Context: an optimization exercise on an open-source flow, tuned for small area and a short achievable clock period. The choices shown serve that exercise and are no tape-out recipe. Function was not checked in any run shown here: the RTL went through the layout flow alone. Power is estimated from default activity; no workload was simulated.

==> flow/design.v (outline; a module is shown in full before it is edited, if it fits) <==
// module mul_fa: 11 lines
// module mul_ha: 10 lines
// module dadda_mul_top: 3374 lines
module dadda_mul_top
(
    input  logic        clk,
    input  logic        arst_n,
    input  logic [31:0] a,
    input  logic [31:0] b,
    output logic [63:0] y
);
  // ...
==> flow/flow/run.sh <==
#!/bin/bash
# standard layout with buf_2 port buffers, a clock tree without dummy loads, and the
# resizer's setup repair aiming for extra slack from placement to clock tree synthesis, for a little
# less after global routing, and for the plain constraints in the rest
set -euo pipefail
P="BUFFER_PORTS_ARGS=-buffer_cell sky130_fd_sc_hd__buf_2"
C="CTS_ARGS=-sink_clustering_enable -repair_clock_nets -dont_use_dummy_load -sink_clustering_size 30 -buf_list {sky130_fd_sc_hd__clkbuf_4 sky130_fd_sc_hd__clkbuf_8}"
bash standard.sh "$P" "$C" SETUP_SLACK_MARGIN=0 floorplan > standard_make_fp.log 2>&1
bash standard.sh "$P" "$C" SETUP_SLACK_MARGIN=13.9 cts > standard_make_cts.log 2>&1
bash standard.sh "$P" "$C" SETUP_SLACK_MARGIN=13.7 grt > standard_make_grt.log 2>&1
bash standard.sh "$P" "$C" SETUP_SLACK_MARGIN=0 finish > standard_make_finish.log 2>&1
==> flow/standard.sh <==
#!/bin/bash
# synth_recipe.tcl (not shown) runs the flow's synth.tcl, then flattens the netlist and writes it again
# the make line also repeats each setting of config.mk as NAME=value (left out here)
make -C /OpenROAD-flow-scripts/flow DESIGN_CONFIG=/design/flow/config.mk WORK_HOME=/design/flow/orfs CLKGATE_MAP_FILE= SYNTH_SCRIPT=/design/flow/synth_recipe.tcl "${@:-finish}"
==> flow/config.mk <==
export PLATFORM = sky130hd
export DESIGN_NAME = dadda_mul_top
export DESIGN_NICKNAME = dadda_mul_top
export VERILOG_FILES = /design/flow/design.v
export SDC_FILE = /design/flow/constraint.sdc
export NUM_CORES = 4
export LEC_CHECK = 0
export ABC_AREA = 1
export ABC_CLOCK_PERIOD_IN_PS = 22000
export CAP_MARGIN = 20
export CORE_MARGIN = 2
export CORE_UTILIZATION = 40
export CTS_BUF_LIST = sky130_fd_sc_hd__clkbuf_4 sky130_fd_sc_hd__clkbuf_8
export PLACE_DENSITY = 0.75
export SLEW_MARGIN = 20
export SYNTH_HIERARCHICAL = 1
export SYNTH_MINIMUM_KEEP_SIZE = 0
==> flow/constraint.sdc <==
create_clock -name core_clock -period 22.0 [get_ports {clk}]
set_input_delay 4.4000 -clock core_clock [delete_from_list [all_inputs] [get_ports {clk}]]
set_output_delay 4.4000 -clock core_clock [all_outputs]
set_load 0.01 [all_outputs]
==> results.sh, run 1 <==
export IMPL_path_cells="buf_6, inv_1, nor2_1, nand2_1, nand2_1, clkinvlp_2, o22ai_1, fa_1, fa_1, fa_1, fa_1, fa_1"
export IMPL_multiInputGateArea_um2=21200
export IMPL_relSlewSlack_pct=42.9
export IMPL_multi_input_area_share_pct=78.1
export IMPL_cp_required_ps=22430
export IMPL_run_status="timing/DRC/antenna clean"
export IMPL_nNetsFinal=3226
export IMPL_ys_warn_count=7
export IMPL_crit_path_max_incr_delay_ps=560
export IMPL_multi_input_cells=1974
export IMPL_track_usage_pct=25.0
export IMPL_seqCellArea_um2=2470
export IMPL_diodes=4
export IMPL_grt_first_pass_wirelength_mm=124
export IMPL_sh_seq_area_pct=9.10
export IMPL_seq_area_frac_synth_pct=9.76
export IMPL_synth_nets=3228
export IMPL_synthAdderAreaFrac_pct=47.3
export IMPL_clock_power_uw=157
export IMPL_syn_inst=2515
export IMPL_synth_flop_cell="dfxtp_1"
export IMPL_p_int_mw=1.80
export IMPL_synthTopCellsByArea="fa_1, xnor2_1, o22ai_1"
export IMPL_via_per_inst=5.98
export IMPL_synth_simple_area_share_pct=4.40
export IMPL_drv_cap=0
export IMPL_buffers=192
export IMPL_core_region_area_um2=62700
export IMPL_endpoint="hy_q[13]"
export IMPL_startpoint="b[5]"
export IMPL_die_area_um2=65200
export IMPL_io_pins=130
export IMPL_antenna_found_initial=8
export IMPL_clkSinkCount=123
export IMPL_ant_nets=0
export IMPL_drt_met1_wl_mm=30.1
export IMPL_stdcell_count=3361
export IMPL_critPathTopFamily="adder cells"
export IMPL_use_met2_pct=38.2
export IMPL_min_period_over_period_pct=37.5
==> run 2: changes to the inputs <==
--- a/flow/design.v
+++ b/flow/design.v
@@ -1776,4 +1776,4 @@
     logic [31:0] bu0;
-    assign bu0 = a ^ {32{b[1]}};
-    assign pp1 = (bo0 & bu0[0]) | (bt0 & b[1]);
+    assign bu0 = a ^ {32{bn0}};
+    assign pp1 = (bo0 & bu0[0]) | (bt0 & bn0);
     assign pp2 = (bo0 & bu0[1]) | (bt0 & bu0[0]);
@@ -1809,7 +1809,7 @@
     assign pp32 = (bo0 & bu0[31]) | (bt0 & bu0[30]);
-    assign pp33 = (bo0 & b[1]) | (bt0 & bu0[31]);
+    assign pp33 = (bo0 & bn0) | (bt0 & bu0[31]);
     assign ns34 = ~bn0;
     logic [31:0] bu1;
-    assign bu1 = a ^ {32{b[3]}};
-    assign pp35 = (bo1 & bu1[0]) | (bt1 & b[3]);
+    assign bu1 = a ^ {32{bn1}};
+    assign pp35 = (bo1 & bu1[0]) | (bt1 & bn1);
     assign pp36 = (bo1 & bu1[1]) | (bt1 & bu1[0]);
@@ -1845,7 +1845,7 @@
     assign pp66 = (bo1 & bu1[31]) | (bt1 & bu1[30]);
-    assign pp67 = (bo1 & b[3]) | (bt1 & bu1[31]);
+    assign pp67 = (bo1 & bn1) | (bt1 & bu1[31]);
     assign ns68 = ~bn1;
     logic [31:0] bu2;
-    assign bu2 = a ^ {32{b[5]}};
-    assign pp69 = (bo2 & bu2[0]) | (bt2 & b[5]);
+    assign bu2 = a ^ {32{bn2}};
+    assign pp69 = (bo2 & bu2[0]) | (bt2 & bn2);
     assign pp70 = (bo2 & bu2[1]) | (bt2 & bu2[0]);
@@ -1881,7 +1881,7 @@
     assign pp100 = (bo2 & bu2[31]) | (bt2 & bu2[30]);
-    assign pp101 = (bo2 & b[5]) | (bt2 & bu2[31]);
+    assign pp101 = (bo2 & bn2) | (bt2 & bu2[31]);
     assign ns102 = ~bn2;
     logic [31:0] bu3;
-    assign bu3 = a ^ {32{b[7]}};
-    assign pp103 = (bo3 & bu3[0]) | (bt3 & b[7]);
+    assign bu3 = a ^ {32{bn3}};
+    assign pp103 = (bo3 & bu3[0]) | (bt3 & bn3);
     assign pp104 = (bo3 & bu3[1]) | (bt3 & bu3[0]);
@@ -1917,7 +1917,7 @@
     assign pp134 = (bo3 & bu3[31]) | (bt3 & bu3[30]);
-    assign pp135 = (bo3 & b[7]) | (bt3 & bu3[31]);
+    assign pp135 = (bo3 & bn3) | (bt3 & bu3[31]);
     assign ns136 = ~bn3;
     logic [31:0] bu4;
-    assign bu4 = a ^ {32{b[9]}};
-    assign pp137 = (bo4 & bu4[0]) | (bt4 & b[9]);
+    assign bu4 = a ^ {32{bn4}};
+    assign pp137 = (bo4 & bu4[0]) | (bt4 & bn4);
     assign pp138 = (bo4 & bu4[1]) | (bt4 & bu4[0]);
@@ -1953,7 +1953,7 @@
     assign pp168 = (bo4 & bu4[31]) | (bt4 & bu4[30]);
-    assign pp169 = (bo4 & b[9]) | (bt4 & bu4[31]);
+    assign pp169 = (bo4 & bn4) | (bt4 & bu4[31]);
     assign ns170 = ~bn4;
     logic [31:0] bu5;
-    assign bu5 = a ^ {32{b[11]}};
-    assign pp171 = (bo5 & bu5[0]) | (bt5 & b[11]);
+    assign bu5 = a ^ {32{bn5}};
+    assign pp171 = (bo5 & bu5[0]) | (bt5 & bn5);
     assign pp172 = (bo5 & bu5[1]) | (bt5 & bu5[0]);
@@ -1989,7 +1989,7 @@
     assign pp202 = (bo5 & bu5[31]) | (bt5 & bu5[30]);
-    assign pp203 = (bo5 & b[11]) | (bt5 & bu5[31]);
+    assign pp203 = (bo5 & bn5) | (bt5 & bu5[31]);
     assign ns204 = ~bn5;
     logic [31:0] bu6;
-    assign bu6 = a ^ {32{b[13]}};
-    assign pp205 = (bo6 & bu6[0]) | (bt6 & b[13]);
+    assign bu6 = a ^ {32{bn6}};
+    assign pp205 = (bo6 & bu6[0]) | (bt6 & bn6);
     assign pp206 = (bo6 & bu6[1]) | (bt6 & bu6[0]);
@@ -2025,7 +2025,7 @@
     assign pp236 = (bo6 & bu6[31]) | (bt6 & bu6[30]);
-    assign pp237 = (bo6 & b[13]) | (bt6 & bu6[31]);
+    assign pp237 = (bo6 & bn6) | (bt6 & bu6[31]);
     assign ns238 = ~bn6;
     logic [31:0] bu7;
-    assign bu7 = a ^ {32{b[15]}};
-    assign pp239 = (bo7 & bu7[0]) | (bt7 & b[15]);
+    assign bu7 = a ^ {32{bn7}};
+    assign pp239 = (bo7 & bu7[0]) | (bt7 & bn7);
     assign pp240 = (bo7 & bu7[1]) | (bt7 & bu7[0]);
@@ -2061,7 +2061,7 @@
     assign pp270 = (bo7 & bu7[31]) | (bt7 & bu7[30]);
-    assign pp271 = (bo7 & b[15]) | (bt7 & bu7[31]);
+    assign pp271 = (bo7 & bn7) | (bt7 & bu7[31]);
     assign ns272 = ~bn7;
     logic [31:0] bu8;
-    assign bu8 = a ^ {32{b[17]}};
-    assign pp273 = (bo8 & bu8[0]) | (bt8 & b[17]);
+    assign bu8 = a ^ {32{bn8}};
+    assign pp273 = (bo8 & bu8[0]) | (bt8 & bn8);
     assign pp274 = (bo8 & bu8[1]) | (bt8 & bu8[0]);
@@ -2097,7 +2097,7 @@
     assign pp304 = (bo8 & bu8[31]) | (bt8 & bu8[30]);
-    assign pp305 = (bo8 & b[17]) | (bt8 & bu8[31]);
+    assign pp305 = (bo8 & bn8) | (bt8 & bu8[31]);
     assign ns306 = ~bn8;
     logic [31:0] bu9;
-    assign bu9 = a ^ {32{b[19]}};
-    assign pp307 = (bo9 & bu9[0]) | (bt9 & b[19]);
+    assign bu9 = a ^ {32{bn9}};
+    assign pp307 = (bo9 & bu9[0]) | (bt9 & bn9);
     assign pp308 = (bo9 & bu9[1]) | (bt9 & bu9[0]);
@@ -2133,7 +2133,7 @@
     assign pp338 = (bo9 & bu9[31]) | (bt9 & bu9[30]);
-    assign pp339 = (bo9 & b[19]) | (bt9 & bu9[31]);
+    assign pp339 = (bo9 & bn9) | (bt9 & bu9[31]);
     assign ns340 = ~bn9;
     logic [31:0] bu10;
-    assign bu10 = a ^ {32{b[21]}};
-    assign pp341 = (bo10 & bu10[0]) | (bt10 & b[21]);
+    assign bu10 = a ^ {32{bn10}};
+    assign pp341 = (bo10 & bu10[0]) | (bt10 & bn10);
     assign pp342 = (bo10 & bu10[1]) | (bt10 & bu10[0]);
@@ -2169,7 +2169,7 @@
     assign pp372 = (bo10 & bu10[31]) | (bt10 & bu10[30]);
-    assign pp373 = (bo10 & b[21]) | (bt10 & bu10[31]);
+    assign pp373 = (bo10 & bn10) | (bt10 & bu10[31]);
     assign ns374 = ~bn10;
     logic [31:0] bu11;
-    assign bu11 = a ^ {32{b[23]}};
-    assign pp375 = (bo11 & bu11[0]) | (bt11 & b[23]);
+    assign bu11 = a ^ {32{bn11}};
+    assign pp375 = (bo11 & bu11[0]) | (bt11 & bn11);
     assign pp376 = (bo11 & bu11[1]) | (bt11 & bu11[0]);
@@ -2205,7 +2205,7 @@
     assign pp406 = (bo11 & bu11[31]) | (bt11 & bu11[30]);
-    assign pp407 = (bo11 & b[23]) | (bt11 & bu11[31]);
+    assign pp407 = (bo11 & bn11) | (bt11 & bu11[31]);
     assign ns408 = ~bn11;
     logic [31:0] bu12;
-    assign bu12 = a ^ {32{b[25]}};
-    assign pp409 = (bo12 & bu12[0]) | (bt12 & b[25]);
+    assign bu12 = a ^ {32{bn12}};
+    assign pp409 = (bo12 & bu12[0]) | (bt12 & bn12);
     assign pp410 = (bo12 & bu12[1]) | (bt12 & bu12[0]);
@@ -2241,7 +2241,7 @@
     assign pp440 = (bo12 & bu12[31]) | (bt12 & bu12[30]);
-    assign pp441 = (bo12 & b[25]) | (bt12 & bu12[31]);
+    assign pp441 = (bo12 & bn12) | (bt12 & bu12[31]);
     assign ns442 = ~bn12;
     logic [31:0] bu13;
-    assign bu13 = a ^ {32{b[27]}};
-    assign pp443 = (bo13 & bu13[0]) | (bt13 & b[27]);
+    assign bu13 = a ^ {32{bn13}};
+    assign pp443 = (bo13 & bu13[0]) | (bt13 & bn13);
     assign pp444 = (bo13 & bu13[1]) | (bt13 & bu13[0]);
@@ -2277,7 +2277,7 @@
     assign pp474 = (bo13 & bu13[31]) | (bt13 & bu13[30]);
-    assign pp475 = (bo13 & b[27]) | (bt13 & bu13[31]);
+    assign pp475 = (bo13 & bn13) | (bt13 & bu13[31]);
     assign ns476 = ~bn13;
     logic [31:0] bu14;
-    assign bu14 = a ^ {32{b[29]}};
-    assign pp477 = (bo14 & bu14[0]) | (bt14 & b[29]);
+    assign bu14 = a ^ {32{bn14}};
+    assign pp477 = (bo14 & bu14[0]) | (bt14 & bn14);
     assign pp478 = (bo14 & bu14[1]) | (bt14 & bu14[0]);
@@ -2313,7 +2313,7 @@
     assign pp508 = (bo14 & bu14[31]) | (bt14 & bu14[30]);
-    assign pp509 = (bo14 & b[29]) | (bt14 & bu14[31]);
+    assign pp509 = (bo14 & bn14) | (bt14 & bu14[31]);
     assign ns510 = ~bn14;
     logic [31:0] bu15;
-    assign bu15 = a ^ {32{b[31]}};
-    assign pp511 = (bo15 & bu15[0]) | (bt15 & b[31]);
+    assign bu15 = a ^ {32{bn15}};
+    assign pp511 = (bo15 & bu15[0]) | (bt15 & bn15);
     assign pp512 = (bo15 & bu15[1]) | (bt15 & bu15[0]);
@@ -2349,3 +2349,3 @@
     assign pp542 = (bo15 & bu15[31]) | (bt15 & bu15[30]);
-    assign pp543 = (bo15 & b[31]) | (bt15 & bu15[31]);
+    assign pp543 = (bo15 & bn15) | (bt15 & bu15[31]);
     assign ns544 = ~bn15;
@@ -3168,195 +3168,415 @@
     logic pr_g29;
-    assign pr_g29 = pr_g2 | (pr_p2 & pr_g1);
+    assign pr_g29 = pg_g[2] | (pg_p[2] & pr_g1);
     logic pr_g30;
-    assign pr_g30 = pr_g4 | (pr_p4 & pr_g3);
-    logic pr_p30;
-    assign pr_p30 = pr_p4 & pr_p3;
+    assign pr_g30 = pr_g2 | (pr_p2 & pr_g1);
     logic pr_g31;
-    assign pr_g31 = pr_g6 | (pr_p6 & pr_g5);
+    assign pr_g31 = pg_g[6] | (pg_p[6] & pr_g3);
     logic pr_p31;
-    assign pr_p31 = pr_p6 & pr_p5;
+    assign pr_p31 = pg_p[6] & pr_p3;
     logic pr_g32;
-    assign pr_g32 = pr_g8 | (pr_p8 & pr_g7);
+    assign pr_g32 = pr_g4 | (pr_p4 & pr_g3);
     logic pr_p32;
-    assign pr_p32 = pr_p8 & pr_p7;
+    assign pr_p32 = pr_p4 & pr_p3;
     logic pr_g33;
-    assign pr_g33 = pr_g10 | (pr_p10 & pr_g9);
+    assign pr_g33 = pg_g[10] | (pg_p[10] & pr_g5);
     logic pr_p33;
-    assign pr_p33 = pr_p10 & pr_p9;
+    assign pr_p33 = pg_p[10] & pr_p5;
     logic pr_g34;
-    assign pr_g34 = pr_g12 | (pr_p12 & pr_g11);
+    assign pr_g34 = pr_g6 | (pr_p6 & pr_g5);
     logic pr_p34;
-    assign pr_p34 = pr_p12 & pr_p11;
+    assign pr_p34 = pr_p6 & pr_p5;
     logic pr_g35;
-    assign pr_g35 = pr_g14 | (pr_p14 & pr_g13);
+    assign pr_g35 = pg_g[14] | (pg_p[14] & pr_g7);
     logic pr_p35;
-    assign pr_p35 = pr_p14 & pr_p13;
+    assign pr_p35 = pg_p[14] & pr_p7;
     logic pr_g36;
-    assign pr_g36 = pr_g16 | (pr_p16 & pr_g15);
+    assign pr_g36 = pr_g8 | (pr_p8 & pr_g7);
     logic pr_p36;
-    assign pr_p36 = pr_p16 & pr_p15;
+    assign pr_p36 = pr_p8 & pr_p7;
     logic pr_g37;
-    assign pr_g37 = pr_g18 | (pr_p18 & pr_g17);
+    assign pr_g37 = pg_g[18] | (pg_p[18] & pr_g9);
     logic pr_p37;
-    assign pr_p37 = pr_p18 & pr_p17;
+    assign pr_p37 = pg_p[18] & pr_p9;
     logic pr_g38;
-    assign pr_g38 = pr_g20 | (pr_p20 & pr_g19);
+    assign pr_g38 = pr_g10 | (pr_p10 & pr_g9);
     logic pr_p38;
-    assign pr_p38 = pr_p20 & pr_p19;
+    assign pr_p38 = pr_p10 & pr_p9;
     logic pr_g39;
-    assign pr_g39 = pr_g22 | (pr_p22 & pr_g21);
+    assign pr_g39 = pg_g[22] | (pg_p[22] & pr_g11);
     logic pr_p39;
-    assign pr_p39 = pr_p22 & pr_p21;
+    assign pr_p39 = pg_p[22] & pr_p11;
     logic pr_g40;
-    assign pr_g40 = pr_g24 | (pr_p24 & pr_g23);
+    assign pr_g40 = pr_g12 | (pr_p12 & pr_g11);
     logic pr_p40;
-    assign pr_p40 = pr_p24 & pr_p23;
+    assign pr_p40 = pr_p12 & pr_p11;
     logic pr_g41;
-    assign pr_g41 = pr_g26 | (pr_p26 & pr_g25);
+    assign pr_g41 = pg_g[26] | (pg_p[26] & pr_g13);
     logic pr_p41;
-    assign pr_p41 = pr_p26 & pr_p25;
+    assign pr_p41 = pg_p[26] & pr_p13;
     logic pr_g42;
-    assign pr_g42 = pr_g28 | (pr_p28 & pr_g27);
+    assign pr_g42 = pr_g14 | (pr_p14 & pr_g13);
     logic pr_p42;
-    assign pr_p42 = pr_p28 & pr_p27;
+    assign pr_p42 = pr_p14 & pr_p13;
     logic pr_g43;
-    assign pr_g43 = pr_g30 | (pr_p30 & pr_g29);
+    assign pr_g43 = pg_g[30] | (pg_p[30] & pr_g15);
+    logic pr_p43;
+    assign pr_p43 = pg_p[30] & pr_p15;
     logic pr_g44;
-    assign pr_g44 = pr_g32 | (pr_p32 & pr_g31);
+    assign pr_g44 = pr_g16 | (pr_p16 & pr_g15);
     logic pr_p44;
-    assign pr_p44 = pr_p32 & pr_p31;
+    assign pr_p44 = pr_p16 & pr_p15;
     logic pr_g45;
-    assign pr_g45 = pr_g34 | (pr_p34 & pr_g33);
+    assign pr_g45 = pg_g[34] | (pg_p[34] & pr_g17);
     logic pr_p45;
-    assign pr_p45 = pr_p34 & pr_p33;
+    assign pr_p45 = pg_p[34] & pr_p17;
     logic pr_g46;
-    assign pr_g46 = pr_g36 | (pr_p36 & pr_g35);
+    assign pr_g46 = pr_g18 | (pr_p18 & pr_g17);
     logic pr_p46;
-    assign pr_p46 = pr_p36 & pr_p35;
+    assign pr_p46 = pr_p18 & pr_p17;
     logic pr_g47;
-    assign pr_g47 = pr_g38 | (pr_p38 & pr_g37);
+    assign pr_g47 = pg_g[38] | (pg_p[38] & pr_g19);
     logic pr_p47;
-    assign pr_p47 = pr_p38 & pr_p37;
+    assign pr_p47 = pg_p[38] & pr_p19;
     logic pr_g48;
-    assign pr_g48 = pr_g40 | (pr_p40 & pr_g39);
+    assign pr_g48 = pr_g20 | (pr_p20 & pr_g19);
     logic pr_p48;
-    assign pr_p48 = pr_p40 & pr_p39;
+    assign pr_p48 = pr_p20 & pr_p19;
     logic pr_g49;
-    assign pr_g49 = pr_g42 | (pr_p42 & pr_g41);
+    assign pr_g49 = pg_g[42] | (pg_p[42] & pr_g21);
     logic pr_p49;
-    assign pr_p49 = pr_p42 & pr_p41;
+    assign pr_p49 = pg_p[42] & pr_p21;
     logic pr_g50;
-    assign pr_g50 = pr_g44 | (pr_p44 & pr_g43);
+    assign pr_g50 = pr_g22 | (pr_p22 & pr_g21);
+    logic pr_p50;
+    assign pr_p50 = pr_p22 & pr_p21;
     logic pr_g51;
-    assign pr_g51 = pr_g46 | (pr_p46 & pr_g45);
+    assign pr_g51 = pg_g[46] | (pg_p[46] & pr_g23);
     logic pr_p51;
-    assign pr_p51 = pr_p46 & pr_p45;
+    assign pr_p51 = pg_p[46] & pr_p23;
     logic pr_g52;
-    assign pr_g52 = pr_g48 | (pr_p48 & pr_g47);
+    assign pr_g52 = pr_g24 | (pr_p24 & pr_g23);
     logic pr_p52;
-    assign pr_p52 = pr_p48 & pr_p47;
+    assign pr_p52 = pr_p24 & pr_p23;
     logic pr_g53;
-    assign pr_g53 = pr_g51 | (pr_p51 & pr_g50);
+    assign pr_g53 = pg_g[50] | (pg_p[50] & pr_g25);
+    logic pr_p53;
+    assign pr_p53 = pg_p[50] & pr_p25;
     logic pr_g54;
-    assign pr_g54 = pr_g52 | (pr_p52 & pr_g53);
+    assign pr_g54 = pr_g26 | (pr_p26 & pr_g25);
+    logic pr_p54;
+    assign pr_p54 = pr_p26 & pr_p25;
     logic pr_g55;
-    assign pr_g55 = pr_g45 | (pr_p45 & pr_g50);
+    assign pr_g55 = pg_g[54] | (pg_p[54] & pr_g27);
+    logic pr_p55;
+    assign pr_p55 = pg_p[54] & pr_p27;
     logic pr_g56;
-    assign pr_g56 = pr_g47 | (pr_p47 & pr_g53);
+    assign pr_g56 = pr_g28 | (pr_p28 & pr_g27);
+    logic pr_p56;
+    assign pr_p56 = pr_p28 & pr_p27;
     logic pr_g57;
-    assign pr_g57 = pr_g49 | (pr_p49 & pr_g54);
+    assign pr_g57 = pg_g[4] | (pg_p[4] & pr_g30);
     logic pr_g58;
-    assign pr_g58 = pr_g31 | (pr_p31 & pr_g43);
+    assign pr_g58 = pr_g3 | (pr_p3 & pr_g30);
     logic pr_g59;
-    assign pr_g59 = pr_g33 | (pr_p33 & pr_g50);
+    assign pr_g59 = pr_g31 | (pr_p31 & pr_g30);
     logic pr_g60;
-    assign pr_g60 = pr_g35 | (pr_p35 & pr_g55);
+    assign pr_g60 = pr_g32 | (pr_p32 & pr_g30);
     logic pr_g61;
-    assign pr_g61 = pr_g37 | (pr_p37 & pr_g53);
+    assign pr_g61 = pg_g[12] | (pg_p[12] & pr_g34);
+    logic pr_p61;
+    assign pr_p61 = pg_p[12] & pr_p34;
     logic pr_g62;
-    assign pr_g62 = pr_g39 | (pr_p39 & pr_g56);
+    assign pr_g62 = pr_g7 | (pr_p7 & pr_g34);
+    logic pr_p62;
+    assign pr_p62 = pr_p7 & pr_p34;
     logic pr_g63;
-    assign pr_g63 = pr_g41 | (pr_p41 & pr_g54);
+    assign pr_g63 = pr_g35 | (pr_p35 & pr_g34);
+    logic pr_p63;
+    assign pr_p63 = pr_p35 & pr_p34;
     logic pr_g64;
-    assign pr_g64 = pr_g3 | (pr_p3 & pr_g29);
+    assign pr_g64 = pr_g36 | (pr_p36 & pr_g34);
+    logic pr_p64;
+    assign pr_p64 = pr_p36 & pr_p34;
     logic pr_g65;
-    assign pr_g65 = pr_g5 | (pr_p5 & pr_g43);
+    assign pr_g65 = pg_g[20] | (pg_p[20] & pr_g38);
+    logic pr_p65;
+    assign pr_p65 = pg_p[20] & pr_p38;
     logic pr_g66;
-    assign pr_g66 = pr_g7 | (pr_p7 & pr_g58);
+    assign pr_g66 = pr_g11 | (pr_p11 & pr_g38);
+    logic pr_p66;
+    assign pr_p66 = pr_p11 & pr_p38;
     logic pr_g67;
-    assign pr_g67 = pr_g9 | (pr_p9 & pr_g50);
+    assign pr_g67 = pr_g39 | (pr_p39 & pr_g38);
+    logic pr_p67;
+    assign pr_p67 = pr_p39 & pr_p38;
     logic pr_g68;
-    assign pr_g68 = pr_g11 | (pr_p11 & pr_g59);
+    assign pr_g68 = pr_g40 | (pr_p40 & pr_g38);
+    logic pr_p68;
+    assign pr_p68 = pr_p40 & pr_p38;
     logic pr_g69;
-    assign pr_g69 = pr_g13 | (pr_p13 & pr_g55);
+    assign pr_g69 = pg_g[28] | (pg_p[28] & pr_g42);
+    logic pr_p69;
+    assign pr_p69 = pg_p[28] & pr_p42;
     logic pr_g70;
-    assign pr_g70 = pr_g15 | (pr_p15 & pr_g60);
+    assign pr_g70 = pr_g15 | (pr_p15 & pr_g42);
+    logic pr_p70;
+    assign pr_p70 = pr_p15 & pr_p42;
     logic pr_g71;
-    assign pr_g71 = pr_g17 | (pr_p17 & pr_g53);
+    assign pr_g71 = pr_g43 | (pr_p43 & pr_g42);
+    logic pr_p71;
+    assign pr_p71 = pr_p43 & pr_p42;
     logic pr_g72;
-    assign pr_g72 = pr_g19 | (pr_p19 & pr_g61);
+    assign pr_g72 = pr_g44 | (pr_p44 & pr_g42);
+    logic pr_p72;
+    assign pr_p72 = pr_p44 & pr_p42;
     logic pr_g73;
-    assign pr_g73 = pr_g21 | (pr_p21 & pr_g56);
+    assign pr_g73 = pg_g[36] | (pg_p[36] & pr_g46);
+    logic pr_p73;
+    assign pr_p73 = pg_p[36] & pr_p46;
     logic pr_g74;
-    assign pr_g74 = pr_g23 | (pr_p23 & pr_g62);
+    assign pr_g74 = pr_g19 | (pr_p19 & pr_g46);
+    logic pr_p74;
+    assign pr_p74 = pr_p19 & pr_p46;
     logic pr_g75;
-    assign pr_g75 = pr_g25 | (pr_p25 & pr_g54);
+    assign pr_g75 = pr_g47 | (pr_p47 & pr_g46);
+    logic pr_p75;
+    assign pr_p75 = pr_p47 & pr_p46;
     logic pr_g76;
-    assign pr_g76 = pr_g27 | (pr_p27 & pr_g63);
+    assign pr_g76 = pr_g48 | (pr_p48 & pr_g46);
+    logic pr_p76;
+    assign pr_p76 = pr_p48 & pr_p46;
     logic pr_g77;
-    assign pr_g77 = pg_g[2] | (pg_p[2] & pr_g1);
+    assign pr_g77 = pg_g[44] | (pg_p[44] & pr_g50);
+    logic pr_p77;
+    assign pr_p77 = pg_p[44] & pr_p50;
     logic pr_g78;
-    assign pr_g78 = pg_g[4] | (pg_p[4] & pr_g29);
+    assign pr_g78 = pr_g23 | (pr_p23 & pr_g50);
+    logic pr_p78;
+    assign pr_p78 = pr_p23 & pr_p50;
     logic pr_g79;
-    assign pr_g79 = pg_g[6] | (pg_p[6] & pr_g64);
+    assign pr_g79 = pr_g51 | (pr_p51 & pr_g50);
+    logic pr_p79;
+    assign pr_p79 = pr_p51 & pr_p50;
     logic pr_g80;
-    assign pr_g80 = pg_g[8] | (pg_p[8] & pr_g43);
+    assign pr_g80 = pr_g52 | (pr_p52 & pr_g50);
+    logic pr_p80;
+    assign pr_p80 = pr_p52 & pr_p50;
     logic pr_g81;
-    assign pr_g81 = pg_g[10] | (pg_p[10] & pr_g65);
+    assign pr_g81 = pg_g[52] | (pg_p[52] & pr_g54);
+    logic pr_p81;
+    assign pr_p81 = pg_p[52] & pr_p54;
     logic pr_g82;
-    assign pr_g82 = pg_g[12] | (pg_p[12] & pr_g58);
+    assign pr_g82 = pr_g27 | (pr_p27 & pr_g54);
+    logic pr_p82;
+    assign pr_p82 = pr_p27 & pr_p54;
     logic pr_g83;
-    assign pr_g83 = pg_g[14] | (pg_p[14] & pr_g66);
+    assign pr_g83 = pr_g55 | (pr_p55 & pr_g54);
+    logic pr_p83;
+    assign pr_p83 = pr_p55 & pr_p54;
     logic pr_g84;
-    assign pr_g84 = pg_g[16] | (pg_p[16] & pr_g50);
+    assign pr_g84 = pr_g56 | (pr_p56 & pr_g54);
+    logic pr_p84;
+    assign pr_p84 = pr_p56 & pr_p54;
     logic pr_g85;
-    assign pr_g85 = pg_g[18] | (pg_p[18] & pr_g67);
+    assign pr_g85 = pg_g[8] | (pg_p[8] & pr_g60);
     logic pr_g86;
-    assign pr_g86 = pg_g[20] | (pg_p[20] & pr_g59);
+    assign pr_g86 = pr_g5 | (pr_p5 & pr_g60);
     logic pr_g87;
-    assign pr_g87 = pg_g[22] | (pg_p[22] & pr_g68);
+    assign pr_g87 = pr_g33 | (pr_p33 & pr_g60);
     logic pr_g88;
-    assign pr_g88 = pg_g[24] | (pg_p[24] & pr_g55);
+    assign pr_g88 = pr_g34 | (pr_p34 & pr_g60);
     logic pr_g89;
-    assign pr_g89 = pg_g[26] | (pg_p[26] & pr_g69);
+    assign pr_g89 = pr_g61 | (pr_p61 & pr_g60);
     logic pr_g90;
-    assign pr_g90 = pg_g[28] | (pg_p[28] & pr_g60);
+    assign pr_g90 = pr_g62 | (pr_p62 & pr_g60);
     logic pr_g91;
-    assign pr_g91 = pg_g[30] | (pg_p[30] & pr_g70);
+    assign pr_g91 = pr_g63 | (pr_p63 & pr_g60);
     logic pr_g92;
-    assign pr_g92 = pg_g[32] | (pg_p[32] & pr_g53);
+    assign pr_g92 = pr_g64 | (pr_p64 & pr_g60);
     logic pr_g93;
-    assign pr_g93 = pg_g[34] | (pg_p[34] & pr_g71);
+    assign pr_g93 = pg_g[24] | (pg_p[24] & pr_g68);
+    logic pr_p93;
+    assign pr_p93 = pg_p[24] & pr_p68;
     logic pr_g94;
-    assign pr_g94 = pg_g[36] | (pg_p[36] & pr_g61);
+    assign pr_g94 = pr_g13 | (pr_p13 & pr_g68);
+    logic pr_p94;
+    assign pr_p94 = pr_p13 & pr_p68;
     logic pr_g95;
-    assign pr_g95 = pg_g[38] | (pg_p[38] & pr_g72);
+    assign pr_g95 = pr_g41 | (pr_p41 & pr_g68);
+    logic pr_p95;
+    assign pr_p95 = pr_p41 & pr_p68;
     logic pr_g96;
-    assign pr_g96 = pg_g[40] | (pg_p[40] & pr_g56);
+    assign pr_g96 = pr_g42 | (pr_p42 & pr_g68);
+    logic pr_p96;
+    assign pr_p96 = pr_p42 & pr_p68;
     logic pr_g97;
-    assign pr_g97 = pg_g[42] | (pg_p[42] & pr_g73);
+    assign pr_g97 = pr_g69 | (pr_p69 & pr_g68);
+    logic pr_p97;
+    assign pr_p97 = pr_p69 & pr_p68;
     logic pr_g98;
-    assign pr_g98 = pg_g[44] | (pg_p[44] & pr_g62);
+    assign pr_g98 = pr_g70 | (pr_p70 & pr_g68);
+    logic pr_p98;
+    assign pr_p98 = pr_p70 & pr_p68;
     logic pr_g99;
-    assign pr_g99 = pg_g[46] | (pg_p[46] & pr_g74);
+    assign pr_g99 = pr_g71 | (pr_p71 & pr_g68);
+    logic pr_p99;
+    assign pr_p99 = pr_p71 & pr_p68;
     logic pr_g100;
-    assign pr_g100 = pg_g[48] | (pg_p[48] & pr_g54);
+    assign pr_g100 = pr_g72 | (pr_p72 & pr_g68);
+    logic pr_p100;
+    assign pr_p100 = pr_p72 & pr_p68;
     logic pr_g101;
-    assign pr_g101 = pg_g[50] | (pg_p[50] & pr_g75);
+    assign pr_g101 = pg_g[40] | (pg_p[40] & pr_g76);
+    logic pr_p101;
+    assign pr_p101 = pg_p[40] & pr_p76;
     logic pr_g102;
-    assign pr_g102 = pg_g[52] | (pg_p[52] & pr_g63);
+    assign pr_g102 = pr_g21 | (pr_p21 & pr_g76);
+    logic pr_p102;
+    assign pr_p102 = pr_p21 & pr_p76;
     logic pr_g103;
-    assign pr_g103 = pg_g[54] | (pg_p[54] & pr_g76);
+    assign pr_g103 = pr_g49 | (pr_p49 & pr_g76);
+    logic pr_p103;
+    assign pr_p103 = pr_p49 & pr_p76;
     logic pr_g104;
-    assign pr_g104 = pg_g[56] | (pg_p[56] & pr_g57);
+    assign pr_g104 = pr_g50 | (pr_p50 & pr_g76);
+    logic pr_p104;
+    assign pr_p104 = pr_p50 & pr_p76;
+    logic pr_g105;
+    assign pr_g105 = pr_g77 | (pr_p77 & pr_g76);
+    logic pr_p105;
+    assign pr_p105 = pr_p77 & pr_p76;
+    logic pr_g106;
+    assign pr_g106 = pr_g78 | (pr_p78 & pr_g76);
+    logic pr_p106;
+    assign pr_p106 = pr_p78 & pr_p76;
+    logic pr_g107;
+    assign pr_g107 = pr_g79 | (pr_p79 & pr_g76);
+    logic pr_p107;
+    assign pr_p107 = pr_p79 & pr_p76;
+    logic pr_g108;
+    assign pr_g108 = pr_g80 | (pr_p80 & pr_g76);
+    logic pr_p108;
+    assign pr_p108 = pr_p80 & pr_p76;
+    logic pr_g109;
+    assign pr_g109 = pg_g[56] | (pg_p[56] & pr_g84);
+    logic pr_p109;
+    assign pr_p109 = pg_p[56] & pr_p84;
+    logic pr_g110;
+    assign pr_g110 = pg_g[16] | (pg_p[16] & pr_g92);
+    logic pr_g111;
+    assign pr_g111 = pr_g9 | (pr_p9 & pr_g92);
+    logic pr_g112;
+    assign pr_g112 = pr_g37 | (pr_p37 & pr_g92);
+    logic pr_g113;
+    assign pr_g113 = pr_g38 | (pr_p38 & pr_g92);
+    logic pr_g114;
+    assign pr_g114 = pr_g65 | (pr_p65 & pr_g92);
+    logic pr_g115;
+    assign pr_g115 = pr_g66 | (pr_p66 & pr_g92);
+    logic pr_g116;
+    assign pr_g116 = pr_g67 | (pr_p67 & pr_g92);
+    logic pr_g117;
+    assign pr_g117 = pr_g68 | (pr_p68 & pr_g92);
+    logic pr_g118;
+    assign pr_g118 = pr_g93 | (pr_p93 & pr_g92);
+    logic pr_g119;
+    assign pr_g119 = pr_g94 | (pr_p94 & pr_g92);
+    logic pr_g120;
+    assign pr_g120 = pr_g95 | (pr_p95 & pr_g92);
+    logic pr_g121;
+    assign pr_g121 = pr_g96 | (pr_p96 & pr_g92);
+    logic pr_g122;
+    assign pr_g122 = pr_g97 | (pr_p97 & pr_g92);
+    logic pr_g123;
+    assign pr_g123 = pr_g98 | (pr_p98 & pr_g92);
+    logic pr_g124;
+    assign pr_g124 = pr_g99 | (pr_p99 & pr_g92);
+    logic pr_g125;
+    assign pr_g125 = pr_g100 | (pr_p100 & pr_g92);
+    logic pr_g126;
+    assign pr_g126 = pg_g[48] | (pg_p[48] & pr_g108);
+    logic pr_p126;
+    assign pr_p126 = pg_p[48] & pr_p108;
+    logic pr_g127;
+    assign pr_g127 = pr_g25 | (pr_p25 & pr_g108);
+    logic pr_p127;
+    assign pr_p127 = pr_p25 & pr_p108;
+    logic pr_g128;
+    assign pr_g128 = pr_g53 | (pr_p53 & pr_g108);
+    logic pr_p128;
+    assign pr_p128 = pr_p53 & pr_p108;
+    logic pr_g129;
+    assign pr_g129 = pr_g54 | (pr_p54 & pr_g108);
+    logic pr_p129;
+    assign pr_p129 = pr_p54 & pr_p108;
+    logic pr_g130;
+    assign pr_g130 = pr_g81 | (pr_p81 & pr_g108);
+    logic pr_p130;
+    assign pr_p130 = pr_p81 & pr_p108;
+    logic pr_g131;
+    assign pr_g131 = pr_g82 | (pr_p82 & pr_g108);
+    logic pr_p131;
+    assign pr_p131 = pr_p82 & pr_p108;
+    logic pr_g132;
+    assign pr_g132 = pr_g83 | (pr_p83 & pr_g108);
+    logic pr_p132;
+    assign pr_p132 = pr_p83 & pr_p108;
+    logic pr_g133;
+    assign pr_g133 = pr_g84 | (pr_p84 & pr_g108);
+    logic pr_p133;
+    assign pr_p133 = pr_p84 & pr_p108;
+    logic pr_g134;
+    assign pr_g134 = pr_g109 | (pr_p109 & pr_g108);
+    logic pr_p134;
+    assign pr_p134 = pr_p109 & pr_p108;
+    logic pr_g135;
+    assign pr_g135 = pg_g[32] | (pg_p[32] & pr_g125);
+    logic pr_g136;
+    assign pr_g136 = pr_g17 | (pr_p17 & pr_g125);
+    logic pr_g137;
+    assign pr_g137 = pr_g45 | (pr_p45 & pr_g125);
+    logic pr_g138;
+    assign pr_g138 = pr_g46 | (pr_p46 & pr_g125);
+    logic pr_g139;
+    assign pr_g139 = pr_g73 | (pr_p73 & pr_g125);
+    logic pr_g140;
+    assign pr_g140 = pr_g74 | (pr_p74 & pr_g125);
+    logic pr_g141;
+    assign pr_g141 = pr_g75 | (pr_p75 & pr_g125);
+    logic pr_g142;
+    assign pr_g142 = pr_g76 | (pr_p76 & pr_g125);
+    logic pr_g143;
+    assign pr_g143 = pr_g101 | (pr_p101 & pr_g125);
+    logic pr_g144;
+    assign pr_g144 = pr_g102 | (pr_p102 & pr_g125);
+    logic pr_g145;
+    assign pr_g145 = pr_g103 | (pr_p103 & pr_g125);
+    logic pr_g146;
+    assign pr_g146 = pr_g104 | (pr_p104 & pr_g125);
+    logic pr_g147;
+    assign pr_g147 = pr_g105 | (pr_p105 & pr_g125);
+    logic pr_g148;
+    assign pr_g148 = pr_g106 | (pr_p106 & pr_g125);
+    logic pr_g149;
+    assign pr_g149 = pr_g107 | (pr_p107 & pr_g125);
+    logic pr_g150;
+    assign pr_g150 = pr_g108 | (pr_p108 & pr_g125);
+    logic pr_g151;
+    assign pr_g151 = pr_g126 | (pr_p126 & pr_g125);
+    logic pr_g152;
+    assign pr_g152 = pr_g127 | (pr_p127 & pr_g125);
+    logic pr_g153;
+    assign pr_g153 = pr_g128 | (pr_p128 & pr_g125);
+    logic pr_g154;
+    assign pr_g154 = pr_g129 | (pr_p129 & pr_g125);
+    logic pr_g155;
+    assign pr_g155 = pr_g130 | (pr_p130 & pr_g125);
+    logic pr_g156;
+    assign pr_g156 = pr_g131 | (pr_p131 & pr_g125);
+    logic pr_g157;
+    assign pr_g157 = pr_g132 | (pr_p132 & pr_g125);
+    logic pr_g158;
+    assign pr_g158 = pr_g133 | (pr_p133 & pr_g125);
+    logic pr_g159;
+    assign pr_g159 = pr_g134 | (pr_p134 & pr_g125);
     assign sum[7] = pg_p[0] ^ ci_q;
@@ -3364,56 +3584,56 @@
     assign sum[9] = pg_p[2] ^ pr_g1;
-    assign sum[10] = pg_p[3] ^ pr_g77;
-    assign sum[11] = pg_p[4] ^ pr_g29;
-    assign sum[12] = pg_p[5] ^ pr_g78;
-    assign sum[13] = pg_p[6] ^ pr_g64;
-    assign sum[14] = pg_p[7] ^ pr_g79;
-    assign sum[15] = pg_p[8] ^ pr_g43;
-    assign sum[16] = pg_p[9] ^ pr_g80;
-    assign sum[17] = pg_p[10] ^ pr_g65;
-    assign sum[18] = pg_p[11] ^ pr_g81;
-    assign sum[19] = pg_p[12] ^ pr_g58;
-    assign sum[20] = pg_p[13] ^ pr_g82;
-    assign sum[21] = pg_p[14] ^ pr_g66;
-    assign sum[22] = pg_p[15] ^ pr_g83;
-    assign sum[23] = pg_p[16] ^ pr_g50;
-    assign sum[24] = pg_p[17] ^ pr_g84;
-    assign sum[25] = pg_p[18] ^ pr_g67;
-    assign sum[26] = pg_p[19] ^ pr_g85;
-    assign sum[27] = pg_p[20] ^ pr_g59;
-    assign sum[28] = pg_p[21] ^ pr_g86;
-    assign sum[29] = pg_p[22] ^ pr_g68;
-    assign sum[30] = pg_p[23] ^ pr_g87;
-    assign sum[31] = pg_p[24] ^ pr_g55;
-    assign sum[32] = pg_p[25] ^ pr_g88;
-    assign sum[33] = pg_p[26] ^ pr_g69;
-    assign sum[34] = pg_p[27] ^ pr_g89;
-    assign sum[35] = pg_p[28] ^ pr_g60;
-    assign sum[36] = pg_p[29] ^ pr_g90;
-    assign sum[37] = pg_p[30] ^ pr_g70;
-    assign sum[38] = pg_p[31] ^ pr_g91;
-    assign sum[39] = pg_p[32] ^ pr_g53;
-    assign sum[40] = pg_p[33] ^ pr_g92;
-    assign sum[41] = pg_p[34] ^ pr_g71;
-    assign sum[42] = pg_p[35] ^ pr_g93;
-    assign sum[43] = pg_p[36] ^ pr_g61;
-    assign sum[44] = pg_p[37] ^ pr_g94;
-    assign sum[45] = pg_p[38] ^ pr_g72;
-    assign sum[46] = pg_p[39] ^ pr_g95;
-    assign sum[47] = pg_p[40] ^ pr_g56;
-    assign sum[48] = pg_p[41] ^ pr_g96;
-    assign sum[49] = pg_p[42] ^ pr_g73;
-    assign sum[50] = pg_p[43] ^ pr_g97;
-    assign sum[51] = pg_p[44] ^ pr_g62;
-    assign sum[52] = pg_p[45] ^ pr_g98;
-    assign sum[53] = pg_p[46] ^ pr_g74;
-    assign sum[54] = pg_p[47] ^ pr_g99;
-    assign sum[55] = pg_p[48] ^ pr_g54;
-    assign sum[56] = pg_p[49] ^ pr_g100;
-    assign sum[57] = pg_p[50] ^ pr_g75;
-    assign sum[58] = pg_p[51] ^ pr_g101;
-    assign sum[59] = pg_p[52] ^ pr_g63;
-    assign sum[60] = pg_p[53] ^ pr_g102;
-    assign sum[61] = pg_p[54] ^ pr_g76;
-    assign sum[62] = pg_p[55] ^ pr_g103;
-    assign sum[63] = pg_p[56] ^ pr_g57;
+    assign sum[10] = pg_p[3] ^ pr_g29;
+    assign sum[11] = pg_p[4] ^ pr_g30;
+    assign sum[12] = pg_p[5] ^ pr_g57;
+    assign sum[13] = pg_p[6] ^ pr_g58;
+    assign sum[14] = pg_p[7] ^ pr_g59;
+    assign sum[15] = pg_p[8] ^ pr_g60;
+    assign sum[16] = pg_p[9] ^ pr_g85;
+    assign sum[17] = pg_p[10] ^ pr_g86;
+    assign sum[18] = pg_p[11] ^ pr_g87;
+    assign sum[19] = pg_p[12] ^ pr_g88;
+    assign sum[20] = pg_p[13] ^ pr_g89;
+    assign sum[21] = pg_p[14] ^ pr_g90;
+    assign sum[22] = pg_p[15] ^ pr_g91;
+    assign sum[23] = pg_p[16] ^ pr_g92;
+    assign sum[24] = pg_p[17] ^ pr_g110;
+    assign sum[25] = pg_p[18] ^ pr_g111;
+    assign sum[26] = pg_p[19] ^ pr_g112;
+    assign sum[27] = pg_p[20] ^ pr_g113;
+    assign sum[28] = pg_p[21] ^ pr_g114;
+    assign sum[29] = pg_p[22] ^ pr_g115;
+    assign sum[30] = pg_p[23] ^ pr_g116;
+    assign sum[31] = pg_p[24] ^ pr_g117;
+    assign sum[32] = pg_p[25] ^ pr_g118;
+    assign sum[33] = pg_p[26] ^ pr_g119;
+    assign sum[34] = pg_p[27] ^ pr_g120;
+    assign sum[35] = pg_p[28] ^ pr_g121;
+    assign sum[36] = pg_p[29] ^ pr_g122;
+    assign sum[37] = pg_p[30] ^ pr_g123;
+    assign sum[38] = pg_p[31] ^ pr_g124;
+    assign sum[39] = pg_p[32] ^ pr_g125;
+    assign sum[40] = pg_p[33] ^ pr_g135;
+    assign sum[41] = pg_p[34] ^ pr_g136;
+    assign sum[42] = pg_p[35] ^ pr_g137;
+    assign sum[43] = pg_p[36] ^ pr_g138;
+    assign sum[44] = pg_p[37] ^ pr_g139;
+    assign sum[45] = pg_p[38] ^ pr_g140;
+    assign sum[46] = pg_p[39] ^ pr_g141;
+    assign sum[47] = pg_p[40] ^ pr_g142;
+    assign sum[48] = pg_p[41] ^ pr_g143;
+    assign sum[49] = pg_p[42] ^ pr_g144;
+    assign sum[50] = pg_p[43] ^ pr_g145;
+    assign sum[51] = pg_p[44] ^ pr_g146;
+    assign sum[52] = pg_p[45] ^ pr_g147;
+    assign sum[53] = pg_p[46] ^ pr_g148;
+    assign sum[54] = pg_p[47] ^ pr_g149;
+    assign sum[55] = pg_p[48] ^ pr_g150;
+    assign sum[56] = pg_p[49] ^ pr_g151;
+    assign sum[57] = pg_p[50] ^ pr_g152;
+    assign sum[58] = pg_p[51] ^ pr_g153;
+    assign sum[59] = pg_p[52] ^ pr_g154;
+    assign sum[60] = pg_p[53] ^ pr_g155;
+    assign sum[61] = pg_p[54] ^ pr_g156;
+    assign sum[62] = pg_p[55] ^ pr_g157;
+    assign sum[63] = pg_p[56] ^ pr_g158;
 endmodule
==> flow/flow/run.sh (replaced) <==
#!/bin/bash
# standard layout with buf_2 port buffers, a clock tree without dummy loads, and the
# resizer's setup repair aiming for extra slack up to clock tree synthesis
set -euo pipefail
P="BUFFER_PORTS_ARGS=-buffer_cell sky130_fd_sc_hd__buf_2"
C="CTS_ARGS=-sink_clustering_enable -repair_clock_nets -dont_use_dummy_load -sink_clustering_size 30 -buf_list {sky130_fd_sc_hd__clkbuf_4 sky130_fd_sc_hd__clkbuf_8}"
bash standard.sh "$P" "$C" SETUP_SLACK_MARGIN=13.9 cts > standard_make_cts.log 2>&1
bash standard.sh "$P" "$C" SETUP_SLACK_MARGIN=0 finish > standard_make_finish.log 2>&1
--- a/flow/config.mk
+++ b/flow/config.mk
@@ -13,3 +13,2 @@
 export CTS_BUF_LIST = sky130_fd_sc_hd__clkbuf_4 sky130_fd_sc_hd__clkbuf_8
-export PLACE_DENSITY = 0.75
 export SLEW_MARGIN = 20
==> results.sh, run 2 <==
export IMPL_synth_most_common_cell="o22ai_1"
export IMPL_cts_buffers=17
export IMPL_path_clk_slew_ps=70
export IMPL_peakVddDrop_mv=0.0894
export IMPL_synth_xor_area_share_pct=17.8
export IMPL_vias=21400
export IMPL_run_status="timing/DRC/antenna clean"
export IMPL_drv_cap=0
export IMPL_place_ws_ps=12620
export IMPL_synth_area_mux_share_pct=0
export IMPL_drt_iter0_markers=2342
export IMPL_io_pins=130
export IMPL_ys_types=39
export IMPL_cp_common_cell="fa_1"
export IMPL_ctsHoldBuffers=0
export IMPL_synth_top_area_cell="fa_1"
export IMPL_cts_tree="yes"
export IMPL_syn_area_um2=25600
export IMPL_path_cells="buf_2, buf_4, inv_1, nor2_4, buf_4, xnor2_1, o22ai_1, fa_1, fa_1, fa_1, fa_1, fa_1"
export IMPL_synth_compound_area_share_pct=15.5
export IMPL_finalWirelength_mm=88.7
export IMPL_port_buffers=129
export IMPL_hold_violations=0
export IMPL_setup_slack_ps=13790
export IMPL_synth_flop_cell="dfxtp_1"
export IMPL_start_util_pct=40.5
export IMPL_worst_path_buf_inv=4
export IMPL_synth_edff_count=0
export IMPL_root_buffer="clkbuf_8"
export IMPL_drc=0
export IMPL_final_common_cell="o22ai_1"
export IMPL_relSlewSlack_pct=39.1
export IMPL_cp_start_kind="input port"
export IMPL_synthArstFlopShare_pct=0.813
export IMPL_tightest_slew_ps=914
export IMPL_rows=92
export IMPL_wl_per_cell_um=25.1
export IMPL_min_period_ps=8210
export IMPL_die_area_um2=66000
export IMPL_fmax_ghz=0.122
export IMPL_p_per_area_nw_per_um2=152
export IMPL_crit_type="in2reg"
export IMPL_final_cell_mix="o22ai_1, xnor2_1, fa_1, nand2_1, inv_1"
export IMPL_die_width_um=257
export IMPL_avgSynthCellArea_um2=9.41
export IMPL_crit_path_top_delay_cell="buf_4"
export IMPL_worstPathMaxFanout=34
export IMPL_nNetsFinal=3354
export IMPL_drive_above_1_share_pct=8.95
export IMPL_track_usage_pct=27.3
export IMPL_crit_path_max_incr_delay_ps=560
export IMPL_place_gp_congestion=0.931
export IMPL_cp_required_ps=22450
export IMPL_synthTopCellsByArea="fa_1, xnor2_1, o22ai_1"
export IMPL_ant_nets=0
export IMPL_p_leak_nw=10.7
export IMPL_worstPathArrival_ps=8660
export IMPL_syn_inst=2716
export IMPL_via_per_inst=6.04
export IMPL_antenna_found_initial=1
export IMPL_ys_seq_elements=123
export IMPL_largestRegisters="hx_q: 57 flops, hy_q: 57 flops, lo_q: 7 flops"
export IMPL_firstDrtPassIters=6
export IMPL_finalSetupViolations=0
export IMPL_overflow=0
export IMPL_fp_dieH_um=257
export IMPL_synthAdderAreaFrac_pct=43.5
export IMPL_finalMaxSlewViolations=0
export IMPL_grt_start_max_net_pins=47
export IMPL_seq_area_frac_synth_pct=9.65
export IMPL_synth_simple_area_share_pct=6.90
export IMPL_core_region_area_um2=63100
export IMPL_dp_hpwl_mm=64.8
export IMPL_clkSinkCount=123
export IMPL_grt_first_pass_wirelength_mm=137
export IMPL_ys_warn_count=7
export IMPL_clk_path_buf_depth=2
export IMPL_tns_ps=0
export IMPL_critPathTopFamily="adder cells"
export IMPL_grt_pass1_vias=22400
export IMPL_synth_top_family_by_area="adder cells"
export IMPL_rsz0062_at_grt="false"
export IMPL_critPathCaptureType="flop"
export IMPL_cts_max_level=4
export IMPL_synth_top_area_share_pct=38.5
export IMPL_syn2layout_area_growth_pct=5.80
export IMPL_synth_nets=3375
export IMPL_synthTopCellsByCount="o22ai_1, xnor2_1, fa_1"
export IMPL_min_path_type="in2async"
export IMPL_min_period_over_period_pct=37.3
-- run 2: cell count changes in the layout (fill, tap and decap cells not counted), moves of 26 or more --
cell / previous run / this run
ha_1: 133 / 101
o22ai_1: 495 / 525
a21oi_1: 35 / 75
xnor2_1: 480 / 516
nand2_1: 104 / 241
clkinvlp_4: 27 / 1
-- run 2: timing repair --
action | in CTS | in global routing
endpoints found under the setup margin | 49 | 0
gates resized for setup | 19 | 0
hold endpoints to repair | 0 | 0
buffers inserted | 2 | 0
-- run 2: cells by family after synthesis --
group,after synthesis
other,1
buffers and inverters,408
flip-flops,123
AO/OA/AOI/OAI,650
XOR/XNOR,520
adder cells (fa/ha/maj),593
AND/OR/NAND/NOR,421
-- run 2: routing by layer --
layer	routed length (um)	global-route usage, %
met4	3880	11.6
met3	8890	7.28
met5	0	0.292
met1	35100	35.1
met2	40900	43.3
-- run 2: area by class of cell --
class | instances | area [um^2]
clock buffers | 17 | 234
repair inverters | 1 | 5.00
flip-flops and latches | 123 | 2470
multi-input cells | 2185 | 21500
repair buffers | 180 | 1090
well taps | 846 | 1060
inverters | 187 | 706
fillers | 6236 | 36000
diodes | 1 | 2.50
-- run 2: power breakdown --
group	internal, mW	switching (mW)
clock network	0.0676	0.0924
logic	1.50	1.97
registers	0.423	0.0535
-- run 2: final timing paths --
| check | from | endpoint | slack, ps | cells past startpoint |
|---|---|---|---|---|
| max in group asynchronous | arst_n | vld_q | 18300 | 1 |
| max | b[31] | hy_q[25] | 13790 | 12 |
| min in group core_clock | b[1] | lo_q[0] | 4570 | 3 |
| min | arst_n | vld_q | 3600 | 1 |
-- run 2: per-stage QoR --
| stage | cells | util [%] | power, mW | hold slack [ps] | area, um^2 |
|---|---|---|---|---|---|
| after floorplan | 2716 | - | 2.94 | 4100 | 25700 |
| after global placement | 3519 | 42.4 | 3.83 | 4180 | 26700 |
| after detailed placement | 3519 | 42.4 | 3.93 | 4180 | 26700 |
| after CTS | 3539 | 42.9 | 4.15 | 3540 | 27000 |
| after global routing | 3540 | 42.9 | 4.64 | 3570 | 27100 |
| final | 3540 | 42.9 | 4.11 | 3600 | 27100 |
-- run 2: Yosys stat by module, one instance, submodules excluded --
module,times used,cell area (um^2),flip-flops and latches,cells
mul_ha,32,12.5,0,1
dadda_mul_top,1,15500,123,2199
mul_fa,485,20.0,0,1

==> separate check: timing with driven ports <==
The results above use ideal ports. As a check the final layouts listed here were re-extracted and re-timed, cells and wires unchanged.
Step 1 (the two cells are an assumption about what drives the block):
set clk [get_ports {clk}]
set_driving_cell -lib_cell sky130_fd_sc_hd__clkbuf_16 $clk
set_driving_cell -lib_cell sky130_fd_sc_hd__buf_2 [delete_from_list [all_inputs] $clk]
Step 2 also shifts input and output timing later by t, the mid clock arrival at the registers, as if the neighbouring blocks saw the same clock.
Three values: no drivers, after step 1, after step 2; two values: the first two.
run	t, ns	setup slack, ns	hold slack, ns	clock arrival spread, ns	worst data-port slew with drivers (ns)
run 1	0.611	13.741 / 13.730 / 13.119	3.610 / 3.574 / 4.185	0.040 / 0.040	0.11
run 2	0.613	13.791 / 13.818 / 13.205	3.600 / 3.570 / 4.183	0.026 / 0.026	0.07
After both steps every run listed still meets setup and hold. For run 1, which loses most, drivers alone change the setup slack by -0.011 ns; drivers and shift together by -0.622 ns.
